Context: an optimization exercise on an open-source flow, tuned for small area, a short achievable clock period and few clock cycles per item. The choices shown serve that exercise and are no tape-out recipe.
Where RTL was checked, it was by simulation tests only, not by an equivalence proof against the original.
Power is estimated from default activity; no workload was simulated.

## job 3054
Design lfu_cache_hit_detector_core, start of the top module:
module lfu_cache_hit_detector_core #(
    parameter int MAX_ENTRIES = lchd_pkg::MAX_ENTRIES_DFLT
) (
    input  logic                          clk,
    input  logic                          rst_n,
    input  logic                          cfg_we,
    input  logic [lchd_pkg::CAP_W-1:0]    cfg_wdata,
    input  logic                          s_axis_tvalid,
    output logic                          s_axis_tready,
    input  logic [lchd_pkg::KEY_W-1:0]    s_axis_tdata,
    output logic                          m_axis_tvalid,
    input  logic                          m_axis_tready,
    output logic [lchd_pkg::RES_W-1:0]    m_axis_tdata
);
For scale: roughly 1000 flip-flops, roughly 84 I/O pins, roughly 53000 µm² of cells after synthesis.
==> flow/config.mk <==
export PLATFORM = sky130hd
export DESIGN_NAME = lfu_cache_hit_detector_core
export DESIGN_NICKNAME = lfu_cache_hit_detector_core
export VERILOG_FILES = /design/flow/design.v
export SDC_FILE = /design/flow/constraint.sdc
export NUM_CORES = 4
export LEC_CHECK = 0
export CAP_MARGIN = 20
export CORE_MARGIN = 2
export CORE_UTILIZATION = 55
export CTS_CLUSTER_DIAMETER = 100
export CTS_CLUSTER_SIZE = 24
export SETUP_SLACK_MARGIN = 2.4
export SLEW_MARGIN = 20
==> flow/constraint.sdc <==
create_clock -name core_clock -period 5.0 [get_ports {clk}]
set_input_delay 1.0000 -clock core_clock [delete_from_list [all_inputs] [get_ports {clk}]]
set_output_delay 1.0000 -clock core_clock [all_outputs]
set_load 0.01 [all_outputs]
standard.sh (not shown) runs the stock make flow with config.mk's settings and CLKGATE_MAP_FILE= SYNTH_SCRIPT=/design/flow/synth_recipe.tcl, a recipe that flattens the netlist after the stock synthesis.
==> flow/flow/run.sh <==
#!/bin/bash
# Standard ORFS flow, with plain buffers on the ports instead of the
# default pick (a delay buffer).
set -e
export BUFFER_PORTS_ARGS="-buffer_cell sky130_fd_sc_hd__buf_4"
bash standard.sh > standard.log 2>&1
For job 7287, these inputs were changed with respect to job 3054:
- a change of SETUP_SLACK_MARGIN from 2.4 to 2.6
==> comparison <==
- Against job 3054, total power in job 7287 came out worse.
- Job 7287 -> job 3054: simple logic cell fraction of the synthesized area delta 0, exact match
- From job 3054 to job 7287 the numbers moved as follows: switching power now sits higher; worst IR drop on VDD now sits lower; fraction of power consumed by the clock network now sits lower; via count of the first global-routing pass now sits at about the same level.
Edits applied to the flow inputs when going from job 7287 to job 8653:
- ABC_AREA newly set to 1
- SETUP_SLACK_MARGIN changed from 2.6 to 2.4
==> notes.md <==
Job 8653 completed every stage of the flow, and the final layout passed the timing, design-rule and antenna checks. Of job 7287 and job 8653, job 7287 shows the lower half-perimeter wire length after placement, with job 8653 above it. Job 8653 and job 7287 ended up with roughly the same final-layout clock-cell area share. Job 8653 ended with more critical path depth than job 7287.
## Diff of input files: job 8440 against job 8653
- CTS_CLUSTER_DIAMETER changed from 100 to 80
- ABC_AREA removed (was 1)
- CTS_CLUSTER_SIZE changed from 24 to 20
## What came out
- The final critical path time including I/O delays and setup in job 8440 sits 42 ps above the value recorded for job 8653.
- Sort job 8653 and job 8440 by mean instance size in the synthesized netlist asc -> top: job 8653
- Changes observed in job 8440 relative to job 8653: fraction of the yosys area taken by sequential cells went up, global-route usage over all layers went down.
- For job 8440, the combinational family with the most area after synthesis was XOR/XNOR gates, unlike job 8653, where it was simple AND/OR/NAND/NOR gates.
- Compared with job 8653, job 8440 instantiates a smaller number of standard cells.
- Job 8440 vs. job 8653: final period utilization went up by 0.83 points.
- Total power, job 8653 and job 8440: higher on job 8440
- From job 8653 to job 8440 the numbers moved as follows: via count moved down; count of cell types in the netlist moved up.
Function was not checked in any run of this note: the RTL went through the layout flow alone.

* * *

lfu_cache_hit_detector_core, a different RTL version from the one above (not shown whole).
Size in the first run: ~1000 flip-flops, ~84 I/O pins, about 52000 µm² of cells after synthesis.
clock: 5.0 ns
lec_check: 0
cap_margin: 20
core_margin: 2
core_utilization: 40
setup_slack_margin: 3.2
slew_margin: 20
Scripts as last shown in full above: flow/flow/run.sh
Testbench counts at the start, summed over its fixed seeds: cycles 12,024, items 12,000.
Next try:
--- a/flow/config.mk
+++ b/flow/config.mk
@@ -11 +11,3 @@
-export SETUP_SLACK_MARGIN = 3.2
+export CTS_CLUSTER_DIAMETER = 80
+export CTS_CLUSTER_SIZE = 20
+export SETUP_SLACK_MARGIN = 2.4
Clock power came out lower by 36%.
Wire length drops by 14%.
Cell count is lower by 12%.
Critical path depth falls by 3.
Register-to-register slack gets worse by 0.05 ns.
Next try:
--- a/flow/config.mk
+++ b/flow/config.mk
@@ -11,3 +11 @@
-export CTS_CLUSTER_DIAMETER = 80
-export CTS_CLUSTER_SIZE = 20
-export SETUP_SLACK_MARGIN = 2.4
+export SETUP_SLACK_MARGIN = 2.0
=> Setup slack loses 0.38 ns. Clock power increases by 44%. Non-clock buffer count decreases by 106. Register-to-register slack loses 0.42 ns. Final cell count decreases by 0.42%. Final area is about the same. Sequential share of layout area decreases by 0.13 points. Die area stays the same. Synthesized cell count stays the same. Power increases by 7.9%.

* * *

main:
lfu_cache_hit_detector_core, a different RTL version from the one above (not shown whole).
Size in the first run: about 4700 cells after synthesis, ~1000 flip-flops, about 84 I/O pins.
export LEC_CHECK = 0
export CAP_MARGIN = 20
export CORE_MARGIN = 2
export CORE_UTILIZATION = 40
export SETUP_SLACK_MARGIN = 2.0
export SLEW_MARGIN = 20
create_clock -name core_clock -period 5.0 [get_ports {clk}]
run.sh (not shown) runs the stock make flow with config.mk's settings and CLKGATE_MAP_FILE= SYNTH_SCRIPT=/design/flow/synth_recipe.tcl, a recipe that flattens the netlist after the stock synthesis.
Stock flow here: none of the scripts above is used.
main ended with every stage complete and zero timing, DRC or antenna violations.
What the feature branch does differently from main at the input level:
# main
export LEC_CHECK = 0
export CAP_MARGIN = 20
export CORE_MARGIN = 2
export CORE_UTILIZATION = 40
export SETUP_SLACK_MARGIN = 2.0
export SLEW_MARGIN = 20
create_clock -name core_clock -period 5.0 [get_ports {clk}]
# the feature branch
export LEC_CHECK = 0
export CAP_MARGIN = 20
export CORE_MARGIN = 2
export CORE_UTILIZATION = 40
export SETUP_SLACK_MARGIN = 1.5
export SLEW_MARGIN = 20
create_clock -name core_clock -period 5.0 [get_ports {clk}]
--- outcome ---
Diff the feature branch and main: combinational group share of total power higher in main. Delta (the feature branch minus main): share of total power in sequential cells went up 1.4 points, H-tree depth reported by CTS held steady. Relative to main, vias after detailed routing has gone down in the feature branch. | post-detailed-placement half-perimeter wirelength | main vs the feature branch | ≈ equal |. Of the two candidates, main has the better final critical-path required period and the feature branch the worse one. In the feature branch, routing usage on met2 is lower than in main. Diff the feature branch..main | per-cell routed wire length | negligible. Looking at multi-input logic portion of the cell area, the feature branch sits 0.40 points lower than main does. [compare] base=main new=the feature branch: final-layout clock buffer total lost about 3.6%; non-clock buffer count went down 172.
No functional check of the RTL was part of any run of this note.

==> separate check: timing with driven ports <==
Ports are ideal in the flow. The routed layouts listed here were re-timed in OpenROAD. Step 1 (the two cells are an assumption about what drives the block):
set clk [get_ports {clk}]
set_driving_cell -lib_cell sky130_fd_sc_hd__clkbuf_16 $clk
set_driving_cell -lib_cell sky130_fd_sc_hd__buf_2 [delete_from_list [all_inputs] $clk]
Step 2, shift: input delay + t, output delay - t, t = (earliest + latest rising clock arrival at the registers) / 2. This alone moves slack from input paths to output paths. Slacks: no drivers / after step 1 / after step 2; pairs: no drivers / after step 1.
run | t, ns | slack for setup (ns) | worst register clock-pin slew, ns | worst slew at a driven data input, ns
job 3054 | 0.779 | 2.352 / 2.352 / 1.758 | 0.10 / 0.10 | 0.06
job 7287 | 0.782 | 2.526 / 2.526 / 1.875 | 0.11 / 0.11 | 0.05
job 8653 | 0.766 | 2.364 / 2.364 / 1.816 | 0.11 / 0.11 | 0.04
job 8440 | 0.783 | 2.322 / 2.322 / 1.758 | 0.09 / 0.09 | 0.06
the first run of note 2 | 0.790 | 2.478 / 2.474 / 1.755 | 0.07 / 0.07 | 0.15
the second run of note 2 | 0.789 | 2.392 / 2.420 / 1.639 | 0.10 / 0.10 | 0.15
the third run of note 2 | 0.793 | 2.013 / 2.013 / 1.408 | 0.06 / 0.06 | 0.13
main | 0.811 | 1.548 / 1.548 / 1.344 | 0.07 / 0.07 | 0.06
the feature branch | 0.815 | 1.496 / 1.496 / 1.028 | 0.07 / 0.07 | 0.08
After both steps setup and hold are still met in every run listed. The setup slack of the second run of note 2, which loses most, moves by +0.028 ns with the drivers and by -0.753 ns with both steps.
